What follows belongs to an exercise in optimizing a design on an open flow for small area, a short achievable clock period and few clock cycles; a production flow would make more cautious choices. Only simulation tests tie the RTL to the original design; equivalence was not proved. Power is estimated from default activity; no workload was simulated.

==> flow/design.v, too long to show whole: its modules and the start of the top module <==
// module matmul_ctrl: 54 lines
// module operand_addr_gen: 115 lines
// module mac_unit: 1963 lines
// module mac_fa: 7 lines
// module mac_ha: 7 lines
// module result_writer: 29 lines
// module matmul_top: 89 lines
module matmul_top #(
  parameter int ADDR_W = 16
) (
  input  logic                          clk,
  input  logic                          reset_n,
  input  logic                          dut_valid,
  output logic                          dut_ready,
  output logic [ADDR_W-1:0]             input_read_address,
  input  matmul_pkg::sram_word_u        input_read_data,
  output logic [ADDR_W-1:0]             weight_read_address,
  input  matmul_pkg::sram_word_u        weight_read_data,
  output logic                          result_write_enable,
  output logic [ADDR_W-1:0]             result_write_address,
  output logic [matmul_pkg::DATA_W-1:0] result_write_data
);
  // ...
==> flow/flow/run.sh <==
#!/bin/bash
# Standard ORFS layout at the design's clock and constraints, with faster
# port buffers and timing repair aimed below the clock period.
set -euo pipefail
bash standard.sh \
  "BUFFER_PORTS_ARGS=-buffer_cell sky130_fd_sc_hd__buf_4" \
  SETUP_SLACK_MARGIN=7.8 \
  TNS_END_PERCENT=100 \
  finish > standard_flow.log 2>&1
==> flow/standard.sh <==
#!/bin/bash
# synth_recipe.tcl (not shown) runs the flow's synth.tcl, then flattens the netlist and writes it again
# the make line also repeats each setting of config.mk as NAME=value (left out here)
make -C /OpenROAD-flow-scripts/flow DESIGN_CONFIG=/design/flow/config.mk WORK_HOME=/design/flow/orfs CLKGATE_MAP_FILE= SYNTH_SCRIPT=/design/flow/synth_recipe.tcl "${@:-finish}"
==> flow/config.mk <==
export PLATFORM = sky130hd
export DESIGN_NAME = matmul_top
export DESIGN_NICKNAME = matmul_top
export VERILOG_FILES = /design/flow/design.v
export SDC_FILE = /design/flow/constraint.sdc
export NUM_CORES = 4
export LEC_CHECK = 0
export CAP_MARGIN = 20
export CORE_MARGIN = 2
export CORE_UTILIZATION = 40
export CTS_CLUSTER_DIAMETER = 120
export CTS_CLUSTER_SIZE = 22
export SLEW_MARGIN = 20
export SYNTH_HIERARCHICAL = 1
==> flow/constraint.sdc <==
create_clock -name core_clock -period 11.0 [get_ports {clk}]
set_input_delay 2.2000 -clock core_clock [delete_from_list [all_inputs] [get_ports {clk}]]
set_output_delay 2.2000 -clock core_clock [all_outputs]
set_load 0.01 [all_outputs]
==> results by group, run 1 <==
STA
  • Pins Over Slew Limit: 0
  • Max_slew headroom: slightly below 30%
  • Setup_tns: 0 ns
  • Hold Violations, Final: 0

GRT
  • Grt met2 use: a little over a third

Worst hold path
  • WHS Path Cells: 0
  • Hold Path Class: register to register

Cells and area
  • Commonest non-fill, non-tap cell in the layout: xnor2_1
  • Seq cells: ~400
  • Diodes inserted: 0
  • Max reg flops: between 70 and 80
  • Clock network area share: ~2.0%

Route
  • DR iter-0 viols: roughly 1500
  • Via/cell ratio: ~5.6
  • Met1 WL: between 20000 and 30000 microns

Synth
  • Synth Area per Inst: roughly 11 sq um
  • Syn nets: ~2700
  • Mapped Cells: 2291

Setup path
  • Cell family with most CP delay: flip-flops
  • Required time of the critical path: 8.80 ns
  • Critical path's largest stage delay: about 0.37 ns
  • Crit path cell chain: buf_6

CTS
  • CTS tree: yes
  • Clock-pin transition on the worst setup and hold timing paths: ~0.10 ns
  • Hold Buf Count CTS: 0

Floorplan
  • Top Ports: 149
  • Num rows: 91

Outcome
  • Status: complete, no violations

Placed design
  • GP Congestion: about 0.86
  • Pre-CTS setup slack: between 7 and 8 ns

Power
  • Part of the power in the clock network: ~12%
Testbench counts, summed over its fixed seeds: cycles 33,512.
==> run 2: changes to the inputs <==
==> flow/flow/run.sh (replaced) <==
#!/bin/bash
# Standard ORFS layout at the design's clock and constraints, with faster
# port buffers and timing repair aimed below the clock period.
set -euo pipefail
bash standard.sh \
  "BUFFER_PORTS_ARGS=-buffer_cell sky130_fd_sc_hd__buf_2" \
  SETUP_SLACK_MARGIN=7.7 \
  TNS_END_PERCENT=100 \
  finish > standard_flow.log 2>&1
==> results by group, run 2 <==
Outcome
  • Status: complete, no violations

Synth
  • Unique masters post-synth: between 60 and 70
  • Syn nets: 2663 (unchanged)
  • Post-synthesis async set-or-reset flop share: 0%
  • Sequential cell area fraction in the yosys report: 35.22%
  • Synth Area per Inst: 10.87 sq um (unchanged)
  • Top-count cell post-synth: xnor2_1
  • EDFF count, synth: between 80 and 90
  • Mapped Area: about 25000 sq um
  • Seq cells post-synth: ~400
  • Syn. warnings: 10
  • Area contributors post-synth: dfxtp_1 (25%), fa_1 (19%), xnor2_1 (13%)
  • Top cell type by total area after synthesis: dfxtp_1
  • Commonest cells post-synth: xnor2_1 (375), dfxtp_1 (309), a22oi_1 (256), fa_1 (232), nand2_1 (124)
  • Post-synth top area share: roughly 25%
  • Prevailing post-synth register cell: dfxtp_1
  • Mapped Cells: 2291 (unchanged)

Floorplan
  • Core Area: 61600 sq um
  • Initial core utilization: around 40%
  • Num rows: 91 (unchanged)
  • Die Height: about 250 microns
  • Die X: around 250 microns
  • Die area: 64250 sq um
  • Top Ports: 149 (unchanged)

STA
  • FMAX: ~300 MHz
  • Hold Violations, Final: 0 (unchanged)
  • Min Tclk post-route: 3.272 ns
  • RSZ-0062 raised after global routing: yes
  • Worst setup margin: ~7.7 ns
  • Setup_tns: 0 ns (unchanged)
  • Pins Over Slew Limit: 0 (unchanged)
  • Pin slew with the least headroom to its limit: 1.055 ns
  • Worst Hold Slack: between 0.3 and 0.4 ns
  • Worst Clk Skew: 0.03081 ns
  • Setup Viol. Count Final: 0
  • Fin crit share: between 20% and 30%
  • Max_slew headroom: 29.03% (+0.075 points)

CTS
  • Hold Buf Count CTS: 0 (unchanged)
  • CTS tree: yes
  • Clock-pin transition on the worst setup and hold timing paths: 0.10 ns (about the same)
  • Max clock buf depth: 3
  • TritonCTS Buffers: 21
  • CTS Sinks: about 400
  • H-tree levels: 1
  • Clk Latency, worst-skew pair: approximately 0.58 ns
  • Root Buffer: clkbuf_16

Cells and area
  • Finished Core Util: 45.12%
  • Commonest non-fill, non-tap cells in the layout: xnor2_1 (375), a22oi_1 (255), fa_1 (229)
  • Max reg flops: 78 (unchanged)
  • Fillers: 5716
  • Multi-input gate area: roughly 15000 sq um
  • Layout cells sized above 1: between 15 and 20%
  • Fin nets: 2739
  • Reg area: 9004 sq um
  • Commonest non-fill, non-tap cell in the layout: xnor2_1
  • Biggest register: u_mac.m1
  • Area Growth Syn to Fin: 11.63%

Route
  • DRC: 0
  • WL per Instance: roughly 21 microns
  • Met1 WL: 28710 microns (+0.21%)
  • DR iter-0 viols: 1771 (+16%)
  • Via count: approximately 18000
  • Met3 WL: about 4700 microns
  • Post-Route WL: a little under 70000 microns
  • Top sig layer: met5
  • Drt first pass iters: 7
  • Via/cell ratio: 5.577 (-0.25%)
  • Metal2 WL: 32470 microns
  • Antenna Nets Post-Route: 0

Placed design
  • Hpwl dp: ~47000 microns
  • IO Port Bufs: 148
  • GP Congestion: 0.8990 (+4.4%)
  • Pre-CTS setup slack: 7.224 ns (-0.05502 ns)

Setup path
  • CP Launch Type: register
  • CP bufs+invs: 1
  • Cell family with most CP delay: flip-flops
  • CP endpoint kind: output port
  • Slowest cell on the critical path: dfxtp_4
  • Required time of the critical path: 8.80 ns (about the same)
  • Crit path DAT: 1.07 ns
  • Critical path's largest stage delay: 0.38 ns (about the same)
  • Crit path cell chain: buf_6
  • Worst-path fanout max: 4
  • Setup CP Type: register to output port

Worst hold path
  • Hold Path Class: register to register

GRT
  • Pin count of the biggest net entering global routing: around 110
  • GRT overflow: 0
  • First-pass GRT wire length: about 110000 microns
  • Vias in the first global route: about 18000
  • Tot GR Track Use: around 21%
  • Antenna violations before repair: 6

Power
  • Switching power total: ~0.0029 W
  • Sw Share: about two fifths
  • Sequential share of power: 29.2%
  • Comb pwr share: 59.2%
  • Part of the power in the clock network: 11.6% (about the same)
  • Int Power: 0.004368 W
  • Total power divided by cell area: between 200 and 300 nW/um^2
  • Pleak: around 10 nW
  • Peak supply drop: roughly 0.00019 V

Job
  • # Max-Cap Violations: 0
-- run 2: cell families (layout without fill, tap and decap cells) --
| family | after synthesis | after routing | share of synthesized area, % |
|---|---|---|---|
| buffers and inverters | 204 | 289 | 3.457 |
| AOI/OAI and AO/OA | 480 | 480 | 13.26 |
| DFF | 395 | 395 | 35.22 |
| and+or+nand+nor | 457 | 457 | 9.810 |
| adders and majority gates | 305 | 305 | 22.32 |
| other | 0 | 1 | 0 |
| muxes | 13 | 13 | 0.5629 |
| xor gates and xnor gates | 437 | 437 | 15.37 |
-- run 2: power by group through the flow --
stage | Sequential, W | Clock [W] | Combinational, W
final | 0.00212 | 0.000848 | 0.00431
after CTS | 0.00212 | 0.000882 | 0.00427
after detailed placement | 0.00216 | 0 | 0.00422
after global placement | 0.00216 | 0 | 0.00407
after floorplan | 0.00210 | 0 | 0.00320
after global routing | 0.00216 | 0.000928 | 0.00490
-- run 2: area by class of cell --
type	count	share of cell area, %
Antenna cell	1	0.009004
Clock buffer	32	2.053
Inverter	34	0.4592
Multi-Input combinational cell	1692	55.18
Sequential cell	395	32.40
Tap cell	837	3.768
Timing Repair Buffer	223	6.132
-- run 2: worst paths after layout --
kind                                     to  slack, ns                          from  cells past startpoint
setup / recovery      input_read_address[0]       7.73  u_addr_gen.a_addr[0]$_DFF_P_                      1
hold / removal    u_addr_gen.tg3[2]$_DFF_P_       0.34  u_addr_gen.tg2[2]$_SDFF_PP1_                      0
setup reg to reg       u_mac.m1[76]$_DFF_P_       7.75         u_mac.a_q[19]$_DFF_P_                     10
hold reg to reg   u_addr_gen.tg3[2]$_DFF_P_       0.34  u_addr_gen.tg2[2]$_SDFF_PP1_                      0
-- run 2: repair_timing --
action | CTS | global route
pin swaps | 0 | 8
buffers inserted | 27 | 6
hold endpoints to repair | 0 | 0
gates resized for setup | 128 | 92
setup endpoints to repair | 88 | 17
cloned | 0 | 6
-- run 2: Yosys stat by module (local to each module, per instance), a selection --
| module | cell area [sq um] | copies in the design | flops+latches |
|---|---|---|---|
| mac_fa | 20.02 | 228 | 0 |
| mac_ha | 12.51 | 28 | 0 |
| mac_unit | 11880 | 1 | 225 |
| matmul_ctrl | 1375 | 1 | 41 |
-- run 2: routing by layer --
layer,global-route usage [%],vias to the layer above
met1,27.48,8976
met4,7.236,10
met5,0,-
li1,-,8107
met2,34.47,685
met3,2.919,146
-- run 2: through the flow --
step,instances,total power [W],instance area [sq um]
floorplan,2291,0.005304,24940
global placement,3142,0.006225,26270
detailed placement,3142,0.006377,26270
CTS,3201,0.007278,27320
global route,3214,0.007990,27790
finish,3214,0.007281,27790
==> run 3: changes to the inputs <==
--- a/flow/flow/run.sh
+++ b/flow/flow/run.sh
@@ -5,5 +5,5 @@
 bash standard.sh \
   "BUFFER_PORTS_ARGS=-buffer_cell sky130_fd_sc_hd__buf_2" \
-  SETUP_SLACK_MARGIN=7.7 \
+  SETUP_SLACK_MARGIN=7.6 \
   TNS_END_PERCENT=100 \
   finish > standard_flow.log 2>&1
==> results by group, run 3 <==
CTS
  • Clock-pin transition on the worst setup and hold timing paths: 0.09 ns (about the same)
  • Root Buffer: clkbuf_16
  • Max clock buf depth: 3 (unchanged)
  • CTS Sinks: 395 (unchanged)
  • TritonCTS Buffers: 21 (unchanged)
  • Clk Latency, worst-skew pair: 0.58 ns (about the same)
  • H-tree levels: 1 (unchanged)
  • CTS tree: yes

STA
  • FMAX: 298.0 MHz (-2.5%)
  • Setup_tns: 0 ns (unchanged)
  • Pin slew with the least headroom to its limit: 1.016 ns (-0.03838 ns)
  • Fin crit share: 30.51% (+0.76 points)
  • Pins Over Slew Limit: 0 (unchanged)
  • RSZ-0062 raised after global routing: yes
  • Worst Hold Slack: 0.3339 ns (-0.003816 ns)
  • Worst setup margin: 7.644 ns (-0.08404 ns)
  • Max_slew headroom: 31.62% (+2.6 points)
  • Min Tclk post-route: 3.356 ns (+0.08404 ns)
  • Hold Violations, Final: 0 (unchanged)
  • Setup Viol. Count Final: 0 (unchanged)
  • Worst Clk Skew: 0.03993 ns (+0.009122 ns)

Route
  • Drt first pass iters: 6 (-1)
  • Via/cell ratio: 5.569 (-0.14%)
  • Via count: 17690 (-1.3%)
  • DRC: 0 (unchanged)
  • Post-Route WL: 64870 microns (-4.8%)
  • WL per Instance: 20.43 microns (-3.6%)
  • Antenna Nets Post-Route: 0 (unchanged)
  • DR iter-0 viols: 1446 (-18%)

Power
  • Pleak: 9.799 nW (-3.2%)
  • Total power divided by cell area: 266.4 nW/um^2 (+1.7%)
  • Peak supply drop: 0.0002252 V (+20%)

Cells and area
  • Area Growth Syn to Fin: 8.528%
  • Layout cells sized above 1: 12.54% (-3.4 points)
  • Commonest non-fill, non-tap cells in the layout: xnor2_1 (375), a22oi_1 (256), dfxtp_1 (255)
  • Fin nets: 2700 (-1.4%)
  • Biggest register: u_mac.m1
  • Max reg flops: 78 (unchanged)
  • Commonest non-fill, non-tap cell in the layout: xnor2_1
  • Fin cells: 3176 (-1.2%)

Synth
  • Mapped Area: 24900 sq um (unchanged)
  • Area contributors post-synth: dfxtp_1 (25%), fa_1 (19%), xnor2_1 (13%)
  • Prevailing post-synth register cell: dfxtp_1
  • Syn nets: 2663 (unchanged)
  • Post-synthesis async set-or-reset flop share: 0% (unchanged)
  • Seq cells post-synth: 395 (unchanged)
  • Commonest cells post-synth: xnor2_1 (375), dfxtp_1 (309), a22oi_1 (256), fa_1 (232), nand2_1 (124)
  • Mapped Cells: 2291 (unchanged)
  • EDFF count, synth: 86 (unchanged)
  • Unique masters post-synth: 66 (unchanged)
  • Synth Area per Inst: 10.87 sq um (unchanged)
  • Syn. warnings: 10 (unchanged)
  • Post-synth top area share: 24.85% (unchanged)
  • Top cell type by total area after synthesis: dfxtp_1
  • Top-count cell post-synth: xnor2_1
  • Sequential cell area fraction in the yosys report: 35.22% (unchanged)

GRT
  • Pin count of the biggest net entering global routing: 105 (unchanged)
  • GRT overflow: 0 (unchanged)
  • Tot GR Track Use: 20.15% (-0.52 points)
  • Antenna violations before repair: 5 (-1)
  • Vias in the first global route: 18080 (-1.6%)
  • First-pass GRT wire length: 102700 microns (-2.7%)

Placed design
  • Placed cells: 3141 (-0.032%)
  • Hpwl dp: 46710 microns (-1.2%)
  • Pre-CTS setup slack: 7.226 ns (+0.002240 ns)
  • GP Congestion: 0.8950 (-0.44%)
  • IO Port Bufs: 148 (unchanged)

Setup path
  • CP bufs+invs: 1 (unchanged)
  • Slowest cell on the critical path: dfxtp_1
  • Cell family with most CP delay: flip-flops
  • Crit path cell chain: buf_2
  • Critical path's largest stage delay: 0.44 ns (+0.06 ns)
  • CP endpoint kind: output port
  • CP Launch Type: register
  • Worst-path fanout max: 5 (+1)
  • Setup CP Type: register to output port
  • Required time of the critical path: 8.80 ns (about the same)
  • Crit path DAT: 1.16 ns (+0.09 ns)

Floorplan
  • Core Area: 61600 sq um (unchanged)
  • Die area: 64250 sq um (unchanged)
  • Num rows: 91 (unchanged)
  • Die Height: 253.5 microns (unchanged)
  • Die X: 253.5 microns (unchanged)
  • Top Ports: 149 (unchanged)
  • Initial core utilization: 40.42% (unchanged)

Outcome
  • Status: complete, no violations

Worst hold path
  • Hold Path Class: register to register

Job
  • # Max-Cap Violations: 0 (unchanged)
[run 3: cells by family after synthesis]
| logic type | count (synthesis) | share of synthesized area [%] |
|---|---|---|
| flip-flops | 395 | 35.22 |
| AO/OA/AOI/OAI | 480 | 13.26 |
| multiplexers | 13 | 0.5629 |
| adder cells (fa/ha/maj) | 305 | 22.32 |
| AND/OR/NAND/NOR | 457 | 9.810 |
| XOR/XNOR | 437 | 15.37 |
| buffers and inverters | 204 | 3.457 |
[run 3: metal layers]
| metal | part of all wire (%) | GRT usage [%] | vias to the layer above |
|---|---|---|---|
| met3 | 6.7 | 3.237 | 125 |
| met5 | 0.054 | 0 | - |
| met4 | 2.9 | 6.712 | 6 |
| met1 | 43 | 27.01 | 8851 |
| met2 | 47 | 33.20 | 678 |
| li1 | - | - | 8028 |
[run 3: worst paths after layout]
path         slack [ns]  depth (start not counted)                        end                        startpoint
max                7.64                          1     input_read_address[13]  u_addr_gen.a_addr[13]$_SDFF_PP0_
min                0.33                          0  u_addr_gen.tg3[2]$_DFF_P_      u_addr_gen.tg2[2]$_SDFF_PP1_
max reg2reg        7.66                         10       u_mac.m1[76]$_DFF_P_           u_mac.bq_neg[2]$_DFF_P_
min reg2reg        0.33                          0  u_addr_gen.tg3[2]$_DFF_P_      u_addr_gen.tg2[2]$_SDFF_PP1_
[run 3: per-module statistics from Yosys (local to each module, per instance), excerpt]
module | area, sq um | copies in the design
matmul_ctrl | 1375 | 1
mac_fa | 20.02 | 228
mac_unit | 11880 | 1
mac_ha | 12.51 | 28
[run 3: power by group]
group	switching, W	internal (W)
Sequential	0.000209	0.00191
Combinational	0.00217	0.00206
Clock	0.000482	0.000368
Total	0.00286	0.00434
[run 3: metrics by stage]
step                util, %  instance area [sq um]  total power [W]
floorplan                 -                  24920         0.005304
global placement      42.61                  26240         0.006224
detailed placement    42.61                  26240         0.006346
CTS                   43.62                  26870         0.007237
global route          43.86                  27020         0.007941
finish                43.87                  27020         0.007197
[run 3: what timing repair did]
item	in CTS	in global routing
hold endpoints to repair	0	0
resized for setup	29	56
buffers inserted	0	1
setup endpoints to repair	26	22
hold buffers	0	0
[run 3: area by class of cell]
cell class,count,area [sq um]
diodes,2,5.005
fillers,5819,34580
clock inverters,1,17.52
inverters,34,127.6
well taps,837,1047
flip-flops and latches,395,8856
repair buffers,184,1096
clock buffers,31,563.0
multi-input cells,1692,15310
==> run 4: changes to the inputs <==
--- a/flow/flow/run.sh
+++ b/flow/flow/run.sh
@@ -5,5 +5,5 @@
 bash standard.sh \
   "BUFFER_PORTS_ARGS=-buffer_cell sky130_fd_sc_hd__buf_2" \
-  SETUP_SLACK_MARGIN=7.6 \
+  SETUP_SLACK_MARGIN=7.4 \
   TNS_END_PERCENT=100 \
   finish > standard_flow.log 2>&1
==> results by group, run 4 <==
Outcome
  • Status: complete, no violations

Route
  • WL per Instance: 20.61 microns (+0.91%)
  • Post-Route WL: 65530 microns (+1.0%)
  • DR iter-0 viols: 1404 (-2.9%)
  • DRC: 0 (unchanged)
  • Via count: 17660 (-0.15%)
  • Via/cell ratio: 5.556 (-0.25%)
  • Antenna Nets Post-Route: 0 (unchanged)
  • Drt first pass iters: 7 (+1)

Synth
  • Commonest cells post-synth: xnor2_1 (375), dfxtp_1 (309), a22oi_1 (256), fa_1 (232), nand2_1 (124)
  • Sequential cell area fraction in the yosys report: 35.22% (unchanged)
  • Top-count cell post-synth: xnor2_1
  • Prevailing post-synth register cell: dfxtp_1
  • Area contributors post-synth: dfxtp_1 (25%), fa_1 (19%), xnor2_1 (13%)
  • Post-synth top area share: 24.85% (unchanged)
  • Unique masters post-synth: 66 (unchanged)
  • Top cell type by total area after synthesis: dfxtp_1
  • Mapped Cells: 2291 (unchanged)
  • Post-synthesis async set-or-reset flop share: 0% (unchanged)
  • EDFF count, synth: 86 (unchanged)
  • Seq cells post-synth: 395 (unchanged)
  • Syn nets: 2663 (unchanged)
  • Syn. warnings: 10 (unchanged)
  • Synth Area per Inst: 10.87 sq um (unchanged)
  • Mapped Area: 24900 sq um (unchanged)

STA
  • Hold Violations, Final: 0 (unchanged)
  • Setup Viol. Count Final: 0 (unchanged)
  • Max_slew headroom: 31.77% (+0.15 points)
  • FMAX: 283.6 MHz (-4.8%)
  • Setup_tns: 0 ns (unchanged)
  • Pins Over Slew Limit: 0 (unchanged)
  • Fin crit share: 32.05% (+1.5 points)
  • Worst Clk Skew: 0.01444 ns (-0.02549 ns)
  • Pin slew with the least headroom to its limit: 1.023 ns (+0.007053 ns)
  • RSZ-0062 raised after global routing: yes
  • Min Tclk post-route: 3.526 ns (+0.1696 ns)

GRT
  • Pin count of the biggest net entering global routing: 105 (unchanged)
  • Tot GR Track Use: 20.21% (+0.052 points)
  • GRT overflow: 0 (unchanged)
  • Antenna violations before repair: 4 (-1)
  • First-pass GRT wire length: 103000 microns (+0.34%)
  • Vias in the first global route: 17950 (-0.73%)

Floorplan
  • Die X: 253.5 microns (unchanged)
  • Initial core utilization: 40.42% (unchanged)
  • Top Ports: 149 (unchanged)
  • Die Height: 253.5 microns (unchanged)
  • Die area: 64250 sq um (unchanged)
  • Num rows: 91 (unchanged)
  • Core Area: 61600 sq um (unchanged)

Setup path
  • Cell family with most CP delay: adder cells
  • Most frequent CP cell: xnor2_1
  • Crit path cell chain: a22oi_1 > xnor2_1 > fa_1 > fa_1 > fa_1 > xor2_1 > xnor2_1 > xnor2_1 > xnor2_1 > xnor2_1
  • Reg-to-reg endpoint: u_mac.m1[76]$_DFF_P_
  • R2R depth: 10 (unchanged)
  • CP Launch Type: register
  • Crit path DAT: 3.99 ns (+2.83 ns)
  • Setup CP Type: register to register
  • Reg2reg setup slack: 7.47 ns (-0.19 ns)
  • CP endpoint kind: register
  • Slowest cell on the critical path: dfxtp_1
  • Worst-path fanout max: 19 (+14)
  • Required time of the critical path: 11.46 ns (+2.66 ns)
  • Critical path's largest stage delay: 0.84 ns (+0.40 ns)
  • CP bufs+invs: 0 (-1)
  • FF-to-FF Start: u_mac.bq_two[6]$_DFF_P_

CTS
  • H-tree levels: 1 (unchanged)
  • Clk Latency, worst-skew pair: 0.57 ns (about the same)
  • Clock-pin transition on the worst setup and hold timing paths: 0.10 ns (about the same)
  • Root Buffer: clkbuf_16
  • Post-CTS setup buffers: 0 (unchanged)
  • CTS Sinks: 395 (unchanged)
  • Hold Buf Count CTS: 0 (unchanged)
  • TritonCTS Buffers: 21 (unchanged)
  • CTS tree: yes
  • Max clock buf depth: 3 (unchanged)

Power
  • Pleak: 9.751 nW (-0.49%)
  • Pwr Total: 0.007190 W (about the same)
  • Peak supply drop: 0.0001611 V (-28%)
  • Total power divided by cell area: 267.9 nW/um^2 (+0.58%)

Cells and area
  • Fin nets: 2701 (+0.037%)
  • Biggest register: u_mac.m1
  • Commonest non-fill, non-tap cells in the layout: xnor2_1 (375), dfxtp_1 (298), a22oi_1 (256)
  • Commonest non-fill, non-tap cell in the layout: xnor2_1
  • Layout cells sized above 1: 10.43% (-2.1 points)
  • Area Growth Syn to Fin: 7.794%
  • Finished Core Util: 43.57% (-0.30 points)
  • Max reg flops: 78 (unchanged)

Worst hold path
  • Hold Path End: u_addr_gen.tg3[0]$_DFF_P_
  • Hold_sp: u_addr_gen.tg2[0]$_DFF_P_
  • Hold Path Class: register to register
  • WHS Path Cells: 0 (unchanged)

Placed design
  • Hpwl dp: 46720 microns (about the same)
  • IO Port Bufs: 148 (unchanged)
  • GP Congestion: 0.8825 (-1.4%)

Job
  • # Max-Cap Violations: 0 (unchanged)
==> run 4: cell count changes in the layout (fill, tap and decap cells not counted), moves of 4 or more <==
cell | before | now
dfxtp_1 | 255 | 298
a21oi_2 | 5 | 1
dfxtp_2 | 46 | 10
a21oi_1 | 62 | 66
buf_4 | 20 | 35
dfxtp_4 | 8 | 1
buf_6 | 12 | 1
==> run 4: repair_timing <==
action,in CTS,in global routing
endpoints found under the hold margin,0,0
endpoints found under the setup margin,2,6
resized for setup,2,7
pin swaps,0,0
==> run 4: stage by stage <==
stage / worst slack [ns] / cell area (sq um) / hold WS [ns] / instances
floorplan: 7.440 / 24900 / 0.3096 / 2291
global placement: 7.134 / 26240 / 0.3156 / 3142
detailed placement: 7.086 / 26240 / 0.3121 / 3142
CTS: 7.374 / 26820 / 0.3339 / 3176
global route: 7.323 / 26840 / 0.3416 / 3178
finish: 7.474 / 26840 / 0.3331 / 3179
==> run 4: power by group <==
part | total (W) | switching (W) | internal [W]
logic | 0.00423 | 0.00218 | 0.00205
clock network | 0.000844 | 0.000484 | 0.000360
registers | 0.00212 | 0.000207 | 0.00191
total | 0.00719 | 0.00287 | 0.00432
==> run 4: per-layer routing <==
metal | track usage [%] | part of all wire [%] | up-vias | wire length, microns
met5 | 0 | 0.046 | - | 30
met1 | 26.74 | 42 | 8809 | 27640
met4 | 5.731 | 2.4 | 4 | 1574
met2 | 34.13 | 48 | 702 | 31360
met3 | 3.257 | 7.5 | 118 | 4924
li1 | - | - | 8028 | -
==> run 4: final cells by class <==
type,instances,area (sq um)
Clock buffer,33,570.5
Tap cell,837,1047
Fill cell,5814,34760
Antenna cell,2,5.005
Sequential cell,395,8785
Multi-Input combinational cell,1692,15270
Inverter,34,127.6
Timing Repair Buffer,185,1020
Clock inverter,1,8.758
==> run 4: worst max-delay path by stage <==
stage	to	start	depth (start not counted)	slack (ns)
floorplan	u_addr_gen.k_rem[14]$_DFFE_PP_	input_read_data[9]	5	7.44
global route	u_mac.m1[76]$_DFF_P_	u_mac.bq_two[6]$_DFF_P_	10	7.32
finish	u_mac.m1[76]$_DFF_P_	u_mac.bq_two[6]$_DFF_P_	10	7.47
detailed placement	u_addr_gen.k_rem[14]$_DFFE_PP_	input_read_data[9]	6	7.09
global placement	u_addr_gen.k_rem[14]$_DFFE_PP_	input_read_data[9]	6	7.13
CTS	u_mac.m1[76]$_DFF_P_	u_mac.a_q[10]$_DFF_P_	10	7.37
==> run 4: per-module statistics from Yosys (local to each module, per instance), a selection <==
module	copies in the design	flops+latches	cells inside
matmul_ctrl	1	41	72
mac_ha	28	0	1
mac_fa	228	0	1
mac_unit	1	225	1213
==> run 4: logic make-up (layout without fill, tap and decap cells) <==
family | Yosys count | count (layout) | synth area share, %
compound gates | 480 | 480 | 13.26
simple gates | 457 | 457 | 9.810
xor+xnor | 437 | 437 | 15.37
flops | 395 | 395 | 35.22
fa+ha+maj | 305 | 305 | 22.32
buf+inv | 204 | 253 | 3.457
mux | 13 | 13 | 0.5629
other cells | 0 | 2 | 0
==> run 4: worst register-to-register path, delay by kind of cell, from the launching register on <==
family	cells	cell delay [ns]
AO/OA/AOI/OAI	1	0.18
XOR/XNOR	6	0.99
adder cells (fa/ha/maj)	3	1.40
flip-flops	1	0.84
==> run 5: changes to the inputs <==
--- a/flow/flow/run.sh
+++ b/flow/flow/run.sh
@@ -5,5 +5,5 @@
 bash standard.sh \
   "BUFFER_PORTS_ARGS=-buffer_cell sky130_fd_sc_hd__buf_2" \
-  SETUP_SLACK_MARGIN=7.4 \
+  SETUP_SLACK_MARGIN=7.0 \
   TNS_END_PERCENT=100 \
   finish > standard_flow.log 2>&1
==> results by group, run 5 <==
Cells and area
  • Fin nets: 2698 (-0.11%)
  • Max reg flops: 78 (unchanged)
  • Commonest non-fill, non-tap cells in the layout: xnor2_1 (375), dfxtp_1 (305), a22oi_1 (256)
  • Diodes inserted: 0 (-2)
  • Fin cells: 3173 (-0.19%)
  • Finished Core Util: 43.50% (-0.067 points)
  • Reg area: 8776 sq um (about the same)
  • Area Growth Syn to Fin: 7.629%
  • Commonest non-fill, non-tap cell in the layout: xnor2_1
  • Biggest register: u_mac.m1
  • Multi-input gate area: 15270 sq um (unchanged)
  • Layout cells sized above 1: 10.02% (-0.41 points)
  • Fillers: 5814 (unchanged)

Power
  • Switching power total: 0.002824 W (-1.5%)
  • Total power divided by cell area: 265.9 nW/um^2 (-0.76%)
  • Int Power: 0.004300 W (-0.52%)
  • Sequential share of power: 29.7% (+0.2 points)
  • Part of the power in the clock network: 11.8% (about the same)
  • Pleak: 9.734 nW (-0.18%)
  • Sw Share: 39.64% (-0.24 points)
  • Comb pwr share: 58.4% (-0.4 points)
  • Peak supply drop: 0.0001767 V (+9.7%)

Setup path
  • Slowest cell on the critical path: dfxtp_1
  • Crit path DAT: 4.20 ns (+0.21 ns)
  • CP Launch Type: register
  • Setup CP Type: register to register
  • Setup crit start: u_mac.a_q[10]$_DFF_P_
  • Critical path's largest stage delay: 1.05 ns (+0.21 ns)
  • FF-to-FF Start: u_mac.a_q[10]$_DFF_P_
  • Worst-path fanout max: 22 (+3)
  • Most frequent CP cell: xnor2_1
  • CP bufs+invs: 0 (unchanged)
  • CP endpoint kind: register
  • Required time of the critical path: 11.47 ns (about the same)
  • Cell family with most CP delay: adder cells
  • Crit path cell chain: a22oi_1 > xnor2_1 > fa_1 > fa_1 > fa_1 > xnor2_1 > xnor2_1 > xnor2_1 > xnor2_1 > xnor2_1

Synth
  • Mapped Area: 24900 sq um (unchanged)
  • Area contributors post-synth: dfxtp_1 (25%), fa_1 (19%), xnor2_1 (13%)
  • Prevailing post-synth register cell: dfxtp_1
  • Top cell type by total area after synthesis: dfxtp_1
  • Mapped Cells: 2291 (unchanged)
  • Seq cells post-synth: 395 (unchanged)
  • Commonest cells post-synth: xnor2_1 (375), dfxtp_1 (309), a22oi_1 (256), fa_1 (232), nand2_1 (124)
  • Sequential cell area fraction in the yosys report: 35.22% (unchanged)
  • Unique masters post-synth: 66 (unchanged)
  • Top-count cell post-synth: xnor2_1
  • EDFF count, synth: 86 (unchanged)
  • Post-synthesis async set-or-reset flop share: 0% (unchanged)
  • Syn. warnings: 10 (unchanged)
  • Post-synth top area share: 24.85% (unchanged)
  • Syn nets: 2663 (unchanged)
  • Synth Area per Inst: 10.87 sq um (unchanged)

GRT
  • Vias in the first global route: 18010 (+0.33%)
  • GRT overflow: 0 (unchanged)
  • First-pass GRT wire length: 102500 microns (-0.50%)
  • Antenna violations before repair: 3 (-1)
  • Tot GR Track Use: 19.99% (-0.21 points)
  • Pin count of the biggest net entering global routing: 105 (unchanged)

Placed design
  • IO Port Bufs: 148 (unchanged)
  • GP Congestion: 0.8483 (-3.9%)
  • Placed cells: 3140 (-0.064%)
  • Hpwl dp: 45940 microns (-1.7%)

CTS
  • Max clock buf depth: 3 (unchanged)
  • Clock-pin transition on the worst setup and hold timing paths: 0.11 ns (about the same)
  • CTS Sinks: 395 (unchanged)
  • Root Buffer: clkbuf_16
  • Post-CTS setup buffers: 0 (unchanged)
  • Clk Latency, worst-skew pair: 0.57 ns (about the same)
  • Post-cts sizing count: 0 (-2)
  • CTS tree: yes
  • Hold Buf Count CTS: 0 (unchanged)
  • TritonCTS Buffers: 21 (unchanged)
  • H-tree levels: 1 (unchanged)

Worst hold path
  • Hold_sp: u_addr_gen.tg3[0]$_DFF_P_
  • Hold Path Class: register to register

Job
  • # Max-Cap Violations: 0 (unchanged)

STA
  • Hold Violations, Final: 0 (unchanged)
  • Min Tclk post-route: 3.736 ns (+0.2105 ns)
  • Setup_tns: 0 ns (unchanged)
  • RSZ-0062 raised after global routing: no
  • Max_slew headroom: 27.15% (-4.6 points)
  • Worst Hold Slack: 0.3448 ns (+0.01172 ns)
  • Pin slew with the least headroom to its limit: 1.091 ns (+0.06779 ns)
  • Fin crit share: 33.97% (+1.9 points)
  • Worst Clk Skew: 0.02185 ns (+0.007410 ns)
  • Pins Over Slew Limit: 0 (unchanged)
  • Setup Viol. Count Final: 0 (unchanged)
  • FMAX: 267.6 MHz (-5.6%)

Floorplan
  • Die Height: 253.5 microns (unchanged)
  • Num rows: 91 (unchanged)
  • Initial core utilization: 40.42% (unchanged)
  • Die area: 64250 sq um (unchanged)
  • Top Ports: 149 (unchanged)
  • Core Area: 61600 sq um (unchanged)
  • Die X: 253.5 microns (unchanged)

Route
  • Antenna Nets Post-Route: 0 (unchanged)
  • Via count: 17650 (-0.045%)
  • Post-Route WL: 64420 microns (-1.7%)
  • DRC: 0 (unchanged)
  • DR iter-0 viols: 1409 (+0.36%)
  • Via/cell ratio: 5.564 (+0.14%)
  • WL per Instance: 20.30 microns (-1.5%)
  • Drt first pass iters: 6 (-1)

Outcome
  • Status: complete, no violations
[run 5: cell counts after synthesis]
Identical to the previous run, type by type.
[run 5: path summary, 6_finish.rpt]
check / to / slack (ns) / cells after the start
worst max-delay path: u_mac.m1[76]$_DFF_P_ / 7.26 / 10
worst min register to register: u_addr_gen.tg4[0]$_DFF_P_ / 0.34 / 0
worst max register to register: u_mac.m1[76]$_DFF_P_ / 7.26 / 10
worst min-delay path: u_addr_gen.tg4[0]$_DFF_P_ / 0.34 / 0
[run 5: per-module statistics from Yosys (local to each module, per instance), excerpt]
module	flops+latches	cells
mac_unit	225	1213
mac_ha	0	1
mac_fa	0	1
matmul_ctrl	41	72
[run 5: layer usage]
metal | part of all wire [%] | track usage, % | vias up
li1 | - | - | 8024
met1 | 43 | 26.61 | 8821
met2 | 48 | 33.78 | 701
met3 | 7.1 | 3.534 | 101
met4 | 1.9 | 4.751 | 6
met5 | 0.065 | 0 | -
[run 5: stage by stage]
step                      total power [W]  area, sq um  setup WS [ns]
after floorplan                  0.005304        24900          7.270
after global placement           0.006212        26210          6.785
after detailed placement         0.006338        26210          6.824
after CTS                        0.007203        26790          7.317
after global routing             0.007873        26800          7.089
final                            0.007124        26800          7.264
[run 5: final cells by class]
type / count / share of cell area [%]
multi-input cells: 1692 / 57.00
flip-flops and latches: 395 / 32.75
well taps: 837 / 3.908
repair buffers: 182 / 3.717
clock buffers: 32 / 2.115
inverters: 34 / 0.4763
clock inverters: 1 / 0.03268
[run 5: worst register-to-register path, delay by kind of cell, from the launching register on]
family                     cells  cell delay [ns]
AOI/OAI and AO/OA              1             0.24
DFF                            1             1.05
xor gates and xnor gates       6             0.97
adders and majority gates      3             1.37
[run 5: cells by family after synthesis]
group	Yosys count	share of synthesized area (%)
adders and majority gates	305	22.32
and+or+nand+nor	457	9.810
DFF	395	35.22
AOI/OAI and AO/OA	480	13.26
buffers and inverters	204	3.457
muxes	13	0.5629
xor gates and xnor gates	437	15.37
[run 5: power by group through the flow]
stage	Clock [W]	Combinational (W)	Sequential (W)
after floorplan	0	0.00320	0.00210
after global placement	0	0.00406	0.00215
after detailed placement	0	0.00418	0.00216
after CTS	0.000874	0.00420	0.00212
after global routing	0.000927	0.00479	0.00216
final	0.000842	0.00416	0.00212
==> run 6: changes to the inputs <==
--- a/flow/flow/run.sh
+++ b/flow/flow/run.sh
@@ -5,5 +5,5 @@
 bash standard.sh \
   "BUFFER_PORTS_ARGS=-buffer_cell sky130_fd_sc_hd__buf_2" \
-  SETUP_SLACK_MARGIN=7.0 \
+  SETUP_SLACK_MARGIN=7.8 \
   TNS_END_PERCENT=100 \
   finish > standard_flow.log 2>&1
==> results by group, run 6 <==
Setup path
  • Reg-to-reg endpoint: u_mac.m1[76]$_DFF_P_
  • R2R depth: 11 (+1)
  • Slowest cell on the critical path: dfxtp_4
  • Worst-path fanout max: 4 (-82%)
  • CP Launch Type: register
  • Crit path cell chain: buf_6
  • CP bufs+invs: 1 (+1)
  • CP endpoint kind: output port
  • Setup CP Type: register to output port
  • Required time of the critical path: 8.80 ns (-2.67 ns)
  • Crit path DAT: 1.07 ns (-3.13 ns)
  • Cell family with most CP delay: flip-flops
  • Critical path's largest stage delay: 0.37 ns (-0.68 ns)
  • FF-to-FF Start: u_mac.bq_two[4]$_DFF_P_
  • Reg2reg setup slack: 7.81 ns (+0.55 ns)

Route
  • DR iter-0 viols: 1998 (+42%)
  • Drt first pass iters: 6 (unchanged)
  • WL per Instance: 21.62 microns (+6.5%)
  • Post-Route WL: 70200 microns (+9.0%)
  • Antenna Nets Post-Route: 0 (unchanged)
  • Via count: 18190 (+3.0%)
  • Via/cell ratio: 5.601 (+0.68%)
  • DRC: 0 (unchanged)

GRT
  • Vias in the first global route: 18530 (+2.9%)
  • Pin count of the biggest net entering global routing: 65 (-38%)
  • First-pass GRT wire length: 106000 microns (+3.4%)
  • Antenna violations before repair: 11 (+8)
  • Tot GR Track Use: 20.85% (+0.86 points)
  • GRT overflow: 0 (unchanged)

Placed design
  • Pre-CTS setup slack: 7.272 ns (+0.4476 ns)
  • Placed cells: 3146 (+0.19%)
  • IO Port Bufs: 148 (unchanged)
  • GP Congestion: 0.8746 (+3.1%)
  • Hpwl dp: 46330 microns (+0.86%)

Floorplan
  • Num rows: 91 (unchanged)
  • Top Ports: 149 (unchanged)
  • Die X: 253.5 microns (unchanged)
  • Die Height: 253.5 microns (unchanged)
  • Core Area: 61600 sq um (unchanged)
  • Initial core utilization: 40.42% (unchanged)
  • Die area: 64250 sq um (unchanged)

STA
  • Fin crit share: 29.70% (-4.3 points)
  • Setup Viol. Count Final: 0 (unchanged)
  • RSZ-0062 raised after global routing: yes
  • Worst setup margin: 7.733 ns (+0.4689 ns)
  • Setup_tns: 0 ns (unchanged)
  • Min Tclk post-route: 3.267 ns (-0.4689 ns)
  • FMAX: 306.1 MHz (+14%)
  • Pins Over Slew Limit: 0 (unchanged)
  • Worst Clk Skew: 0.03172 ns (+0.009872 ns)
  • Pin slew with the least headroom to its limit: 0.9328 ns (-0.1584 ns)
  • Max_slew headroom: 37.24% (+10 points)
  • Hold Violations, Final: 0 (unchanged)

CTS
  • Clock-pin transition on the worst setup and hold timing paths: 0.10 ns (about the same)
  • CTS tree: yes
  • Root Buffer: clkbuf_16
  • Max clock buf depth: 3 (unchanged)
  • Clk Latency, worst-skew pair: 0.57 ns (about the same)
  • TritonCTS Buffers: 21 (unchanged)
  • Hold Buf Count CTS: 0 (unchanged)
  • H-tree levels: 1 (unchanged)
  • CTS Sinks: 395 (unchanged)

Synth
  • Post-synth top area share: 24.85% (unchanged)
  • Top-count cell post-synth: xnor2_1
  • Area contributors post-synth: dfxtp_1 (25%), fa_1 (19%), xnor2_1 (13%)
  • Commonest cells post-synth: xnor2_1 (375), dfxtp_1 (309), a22oi_1 (256), fa_1 (232), nand2_1 (124)
  • Prevailing post-synth register cell: dfxtp_1
  • Syn. warnings: 10 (unchanged)
  • Mapped Area: 24900 sq um (unchanged)
  • Sequential cell area fraction in the yosys report: 35.22% (unchanged)
  • Top cell type by total area after synthesis: dfxtp_1
  • Syn nets: 2663 (unchanged)
  • Unique masters post-synth: 66 (unchanged)
  • EDFF count, synth: 86 (unchanged)
  • Synth Area per Inst: 10.87 sq um (unchanged)
  • Seq cells post-synth: 395 (unchanged)
  • Mapped Cells: 2291 (unchanged)
  • Post-synthesis async set-or-reset flop share: 0% (unchanged)

Worst hold path
  • Hold Path Class: register to register
  • Hold_sp: u_addr_gen.tg3[0]$_DFF_P_
  • Hold Path End: u_addr_gen.tg4[0]$_DFF_P_
  • WHS Path Cells: 0 (unchanged)

Job
  • # Max-Cap Violations: 0 (unchanged)

Power
  • Pwr Total: 0.007364 W (+3.4%)
  • Total power divided by cell area: 256.7 nW/um^2 (-3.4%)
  • Peak supply drop: 0.0002632 V (+49%)
  • Pleak: 10.43 nW (+7.1%)

Cells and area
  • Commonest non-fill, non-tap cell in the layout: xnor2_1
  • Fin nets: 2769 (+2.6%)
  • Fin cells: 3247 (+2.3%)
  • Biggest register: u_mac.m1
  • Max reg flops: 78 (unchanged)
  • Layout cells sized above 1: 18.74% (+8.7 points)
  • Fillers: 5669 (-2.5%)
  • Commonest non-fill, non-tap cells in the layout: xnor2_1 (375), a22oi_1 (249), fa_1 (225)
  • Area Growth Syn to Fin: 15.20%

Outcome
  • Status: complete, no violations
-- run 6: cell counts after synthesis --
Identical to the previous run, type by type.
-- run 6: layout make-up --
cell class	instances	area (sq um)	area share [%]
Antenna cell	3	7.507	0.02617
Clock buffer	31	563.0	1.963
Clock inverter	2	26.28	0.09161
Inverter	34	130.1	0.4537
Multi-Input combinational cell	1692	15440	53.84
Sequential cell	395	9007	31.41
Tap cell	837	1047	3.651
Timing Repair Buffer	253	2459	8.572
-- run 6: cells by family (layout without fill, tap and decap cells) --
| group | after synthesis | count (layout) | synth area share (%) |
|---|---|---|---|
| compound gates | 480 | 480 | 13.26 |
| xor+xnor | 437 | 437 | 15.37 |
| fa+ha+maj | 305 | 305 | 22.32 |
| buf+inv | 204 | 320 | 3.457 |
| flops | 395 | 395 | 35.22 |
| mux | 13 | 13 | 0.5629 |
| other cells | 0 | 3 | 0 |
| simple gates | 457 | 457 | 9.810 |
-- run 6: stage by stage --
stage | utilization, % | area [sq um] | hold slack, ns
2_1_floorplan | - | 25000 | 0.3096
3_3_place_gp | 42.78 | 26350 | 0.3145
5_1_grt | 46.56 | 28680 | 0.3372
4_1_cts | 45.30 | 27900 | 0.3308
3_5_place_dp | 42.78 | 26350 | 0.3121
6_report | 46.56 | 28680 | 0.3250
-- run 6: Yosys stat by module, one instance, submodules excluded, excerpt --
module       cells  flops+latches
mac_fa           1              0
mac_ha           1              0
matmul_ctrl     72             41
mac_unit      1213            225
-- run 6: repair_timing --
item                                   4_1_cts  5_1_grt
setup endpoints to repair                  127       92
pin swaps                                    0       11
cloned                                       1       11
gates resized for setup                    187      128
endpoints found under the hold margin        0        0
buffers inserted                            43        9
-- run 6: layer usage --
metal  vias to the layer above  global-route usage [%]  part of all wire (%)
met4                        14                   6.424                   3.1
met2                       818                   35.23                    48
li1                       8190                       -                     -
met5                         -                       0                  0.11
met3                       157                   4.036                   8.5
met1                      9008                   26.96                    41
-- run 6: where the power goes --
part / total, W / internal (W) / leakage, nW / switching [W]
sequential: 0.00213 / 0.00191 / 3.41 / 0.000212
clock: 0.000853 / 0.000370 / 0.288 / 0.000484
combinational: 0.00438 / 0.00217 / 6.73 / 0.00222
total: 0.00736 / 0.00445 / 10.4 / 0.00291
-- run 6: how the worst max path moves through the flow --
stage                                                 from                             end  slack [ns]  depth (start not counted)
after floorplan                         input_read_data[9]  u_addr_gen.k_rem[14]$_DFFE_PP_        7.53                          5
after global placement                 input_read_data[12]  u_addr_gen.k_rem[14]$_DFFE_PP_        7.29                          6
after detailed placement                input_read_data[9]  u_addr_gen.k_rem[14]$_DFFE_PP_        7.27                          6
after CTS                        u_ctrl.st_idle$_SDFF_PN0_                       dut_ready        7.70                          1
after global routing               u_mac.bq_two[4]$_DFF_P_            u_mac.m1[76]$_DFF_P_        7.67                         11
final                     u_addr_gen.b_addr[10]$_SDFF_PP0_         weight_read_address[10]        7.73                          1
==> run 7: changes to the inputs <==
==> flow/flow/run.sh (replaced) <==
#!/bin/bash
# Standard ORFS layout at the design's clock and constraints, with faster
# port buffers, a clock tree with fewer branch buffers, and timing repair
# aimed below the clock period.
set -euo pipefail
bash standard.sh \
  "BUFFER_PORTS_ARGS=-buffer_cell sky130_fd_sc_hd__buf_2" \
  "CTS_ARGS=-sink_clustering_enable -repair_clock_nets -sink_clustering_size 22 -sink_clustering_max_diameter 120 -branching_point_buffers_distance 2000 -distance_between_buffers 2000" \
  SETUP_SLACK_MARGIN=7.8 \
  TNS_END_PERCENT=100 \
  finish > standard_flow.log 2>&1
==> results by group, run 7 <==
Synth
  • Seq cells post-synth: 395 (unchanged)
  • Top-count cell post-synth: xnor2_1
  • Area contributors post-synth: dfxtp_1 (25%), fa_1 (19%), xnor2_1 (13%)
  • Post-synthesis async set-or-reset flop share: 0% (unchanged)
  • Post-synth top area share: 24.85% (unchanged)
  • Prevailing post-synth register cell: dfxtp_1
  • Unique masters post-synth: 66 (unchanged)
  • EDFF count, synth: 86 (unchanged)
  • Mapped Cells: 2291 (unchanged)
  • Mapped Area: 24900 sq um (unchanged)
  • Syn nets: 2663 (unchanged)
  • Synth Area per Inst: 10.87 sq um (unchanged)
  • Syn. warnings: 10 (unchanged)
  • Sequential cell area fraction in the yosys report: 35.22% (unchanged)
  • Commonest cells post-synth: xnor2_1 (375), dfxtp_1 (309), a22oi_1 (256), fa_1 (232), nand2_1 (124)
  • Top cell type by total area after synthesis: dfxtp_1

STA
  • Fin crit share: 29.70% (unchanged)
  • FMAX: 306.1 MHz (unchanged)
  • Pin slew with the least headroom to its limit: 0.9328 ns (unchanged)
  • Max_slew headroom: 37.24% (unchanged)
  • Worst setup margin: 7.733 ns (unchanged)
  • Worst Clk Skew: 0.03172 ns (unchanged)
  • Setup Viol. Count Final: 0 (unchanged)
  • Setup_tns: 0 ns (unchanged)
  • Pins Over Slew Limit: 0 (unchanged)
  • Worst Hold Slack: 0.3250 ns (unchanged)
  • RSZ-0062 raised after global routing: yes
  • Hold Violations, Final: 0 (unchanged)
  • Min Tclk post-route: 3.267 ns (unchanged)

Outcome
  • Status: complete, no violations

GRT
  • First-pass GRT wire length: 106000 microns (unchanged)
  • GRT overflow: 0 (unchanged)
  • Tot GR Track Use: 20.85% (unchanged)
  • Antenna violations before repair: 11 (unchanged)
  • Pin count of the biggest net entering global routing: 65 (unchanged)
  • Vias in the first global route: 18530 (unchanged)

Cells and area
  • Area Growth Syn to Fin: 15.20% (unchanged)
  • Layout cells sized above 1: 18.74% (unchanged)
  • Commonest non-fill, non-tap cells in the layout: xnor2_1 (375), a22oi_1 (249), fa_1 (225)
  • Max reg flops: 78 (unchanged)
  • Fillers: 5669 (unchanged)
  • Commonest non-fill, non-tap cell in the layout: xnor2_1
  • Fin nets: 2769 (unchanged)
  • Biggest register: u_mac.m1

Placed design
  • Hpwl dp: 46330 microns (unchanged)
  • IO Port Bufs: 148 (unchanged)
  • GP Congestion: 0.8746 (unchanged)
  • Pre-CTS setup slack: 7.272 ns (unchanged)

Setup path
  • Cell family with most CP delay: flip-flops
  • CP bufs+invs: 1 (unchanged)
  • Setup CP Type: register to output port
  • Slowest cell on the critical path: dfxtp_4
  • CP Launch Type: register
  • Required time of the critical path: 8.80 ns (about the same)
  • CP endpoint kind: output port
  • Crit path DAT: 1.07 ns (about the same)
  • Crit path cell chain: buf_6
  • Critical path's largest stage delay: 0.37 ns (about the same)
  • Worst-path fanout max: 4 (unchanged)

Job
  • # Max-Cap Violations: 0 (unchanged)

Power
  • Total power divided by cell area: 256.7 nW/um^2 (unchanged)
  • Pwr Total: 0.007364 W (unchanged)
  • Peak supply drop: 0.0002632 V (unchanged)
  • Pleak: 10.43 nW (unchanged)

Route
  • DR iter-0 viols: 1998 (unchanged)
  • Via/cell ratio: 5.601 (unchanged)
  • WL per Instance: 21.62 microns (unchanged)
  • Antenna Nets Post-Route: 0 (unchanged)
  • Drt first pass iters: 6 (unchanged)
  • DRC: 0 (unchanged)
  • Post-Route WL: 70200 microns (unchanged)
  • Via count: 18190 (unchanged)

CTS
  • CTS tree: yes
  • CTS Sinks: 395 (unchanged)
  • Max clock buf depth: 3 (unchanged)
  • H-tree levels: 1 (unchanged)
  • Clock-pin transition on the worst setup and hold timing paths: 0.10 ns (about the same)
  • Root Buffer: clkbuf_16
  • TritonCTS Buffers: 21 (unchanged)
  • Clk Latency, worst-skew pair: 0.57 ns (about the same)

Floorplan
  • Top Ports: 149 (unchanged)
  • Core Area: 61600 sq um (unchanged)
  • Num rows: 91 (unchanged)
  • Die area: 64250 sq um (unchanged)
  • Initial core utilization: 40.42% (unchanged)
  • Die X: 253.5 microns (unchanged)
  • Die Height: 253.5 microns (unchanged)

Worst hold path
  • Hold Path Class: register to register
run 7: modules after synthesis (local to each module, per instance), a selection:
module	cells inside	area, sq um	flip-flops and latches
mac_fa	1	20.02	0
mac_unit	1213	11880	225
matmul_ctrl	72	1375	41
mac_ha	1	12.51	0
run 7: layer usage:
metal	vias to the layer above	track usage, %	part of all wire [%]
met5	-	0	0.11
met4	14	6.424	3.1
met3	157	4.036	8.5
met2	818	35.23	48
met1	9008	26.96	41
li1	8190	-	-
run 7: metrics by stage:
step	utilization [%]	instances	instance area, sq um
6_report	46.56	3247	28680
5_1_grt	46.56	3246	28680
4_1_cts	45.30	3223	27900
3_5_place_dp	42.78	3146	26350
3_3_place_gp	42.78	3146	26350
2_1_floorplan	-	2291	25000
run 7: cell families (layout without fill, tap and decap cells):
family                   Yosys count  after routing  share of synthesized area (%)
XOR/XNOR                         437            437                          15.37
AND/OR/NAND/NOR                  457            457                          9.810
other                              0              3                              0
AO/OA/AOI/OAI                    480            480                          13.26
adder cells (fa/ha/maj)          305            305                          22.32
multiplexers                      13             13                         0.5629
flip-flops                       395            395                          35.22
buffers and inverters            204            320                          3.457
run 7: worst paths after layout:
path,start,to,slack [ns],cells after the start
worst max-delay path,u_addr_gen.b_addr[10]$_SDFF_PP0_,weight_read_address[10],7.73,1
worst min-delay path,u_addr_gen.tg3[0]$_DFF_P_,u_addr_gen.tg4[0]$_DFF_P_,0.33,0
worst max register to register,u_mac.bq_two[4]$_DFF_P_,u_mac.m1[76]$_DFF_P_,7.81,11
worst min register to register,u_addr_gen.tg3[0]$_DFF_P_,u_addr_gen.tg4[0]$_DFF_P_,0.33,0
run 7: repair_timing:
item | 4_1_cts | 5_1_grt
hold buffers | 0 | 0
setup endpoints to repair | 127 | 92
resized for setup | 187 | 128
gates cloned | 1 | 11
pin swaps | 0 | 11
buffers inserted | 43 | 9
run 7: cell type report:
type / instances / area, sq um / share of cell area (%)
multi-input combinational: 1692 / 15440 / 53.84
inverter: 34 / 130.1 / 0.4537
timing repair buffer: 253 / 2459 / 8.572
sequential: 395 / 9007 / 31.41
clock buffer: 31 / 563.0 / 1.963
clock inverter: 2 / 26.28 / 0.09161
antenna: 3 / 7.507 / 0.02617
tap: 837 / 1047 / 3.651
run 7: power by group:
part           internal (W)  switching (W)  leakage, nW  total [W]
combinational       0.00217        0.00222         6.73    0.00438
sequential          0.00191       0.000212         3.41    0.00213
clock              0.000370       0.000484        0.288   0.000853
total               0.00445        0.00291         10.4    0.00736

separate check: timing with driven ports:
Ports are ideal in the flow. The routed layouts listed here were re-timed in OpenROAD.
Step 1 assumes that a clkbuf_16 drives the clock port and a buf_2 every other input.
Step 2, shift: input delay + t, output delay - t, t = (earliest + latest rising clock arrival at the registers) / 2. This alone moves slack from input paths to output paths.
a / b / c = ideal / step 1 / step 2; a / b = the first two.
run	t, ns	slack for setup (ns)	worst setup path at the end	latest minus earliest clock arrival (ns)
run 1	0.621	7.748 / 7.687 / 7.284	input to register	0.027 / 0.026
run 2	0.621	7.728 / 7.671 / 7.226	input to register	0.031 / 0.031
run 3	0.615	7.644 / 7.585 / 7.197	input to register	0.040 / 0.041
run 4	0.619	7.474 / 7.418 / 7.100	input to register	0.017 / 0.018
run 5	0.621	7.264 / 7.264 / 6.791	input to register	0.023 / 0.023
run 6	0.621	7.733 / 7.669 / 7.268	input to register	0.032 / 0.032
run 7	0.621	7.733 / 7.669 / 7.268	input to register	0.032 / 0.032
After both steps setup and hold are still met in every run listed. For run 2, which loses most, drivers alone change the setup slack by -0.057 ns; drivers and shift together by -0.502 ns.
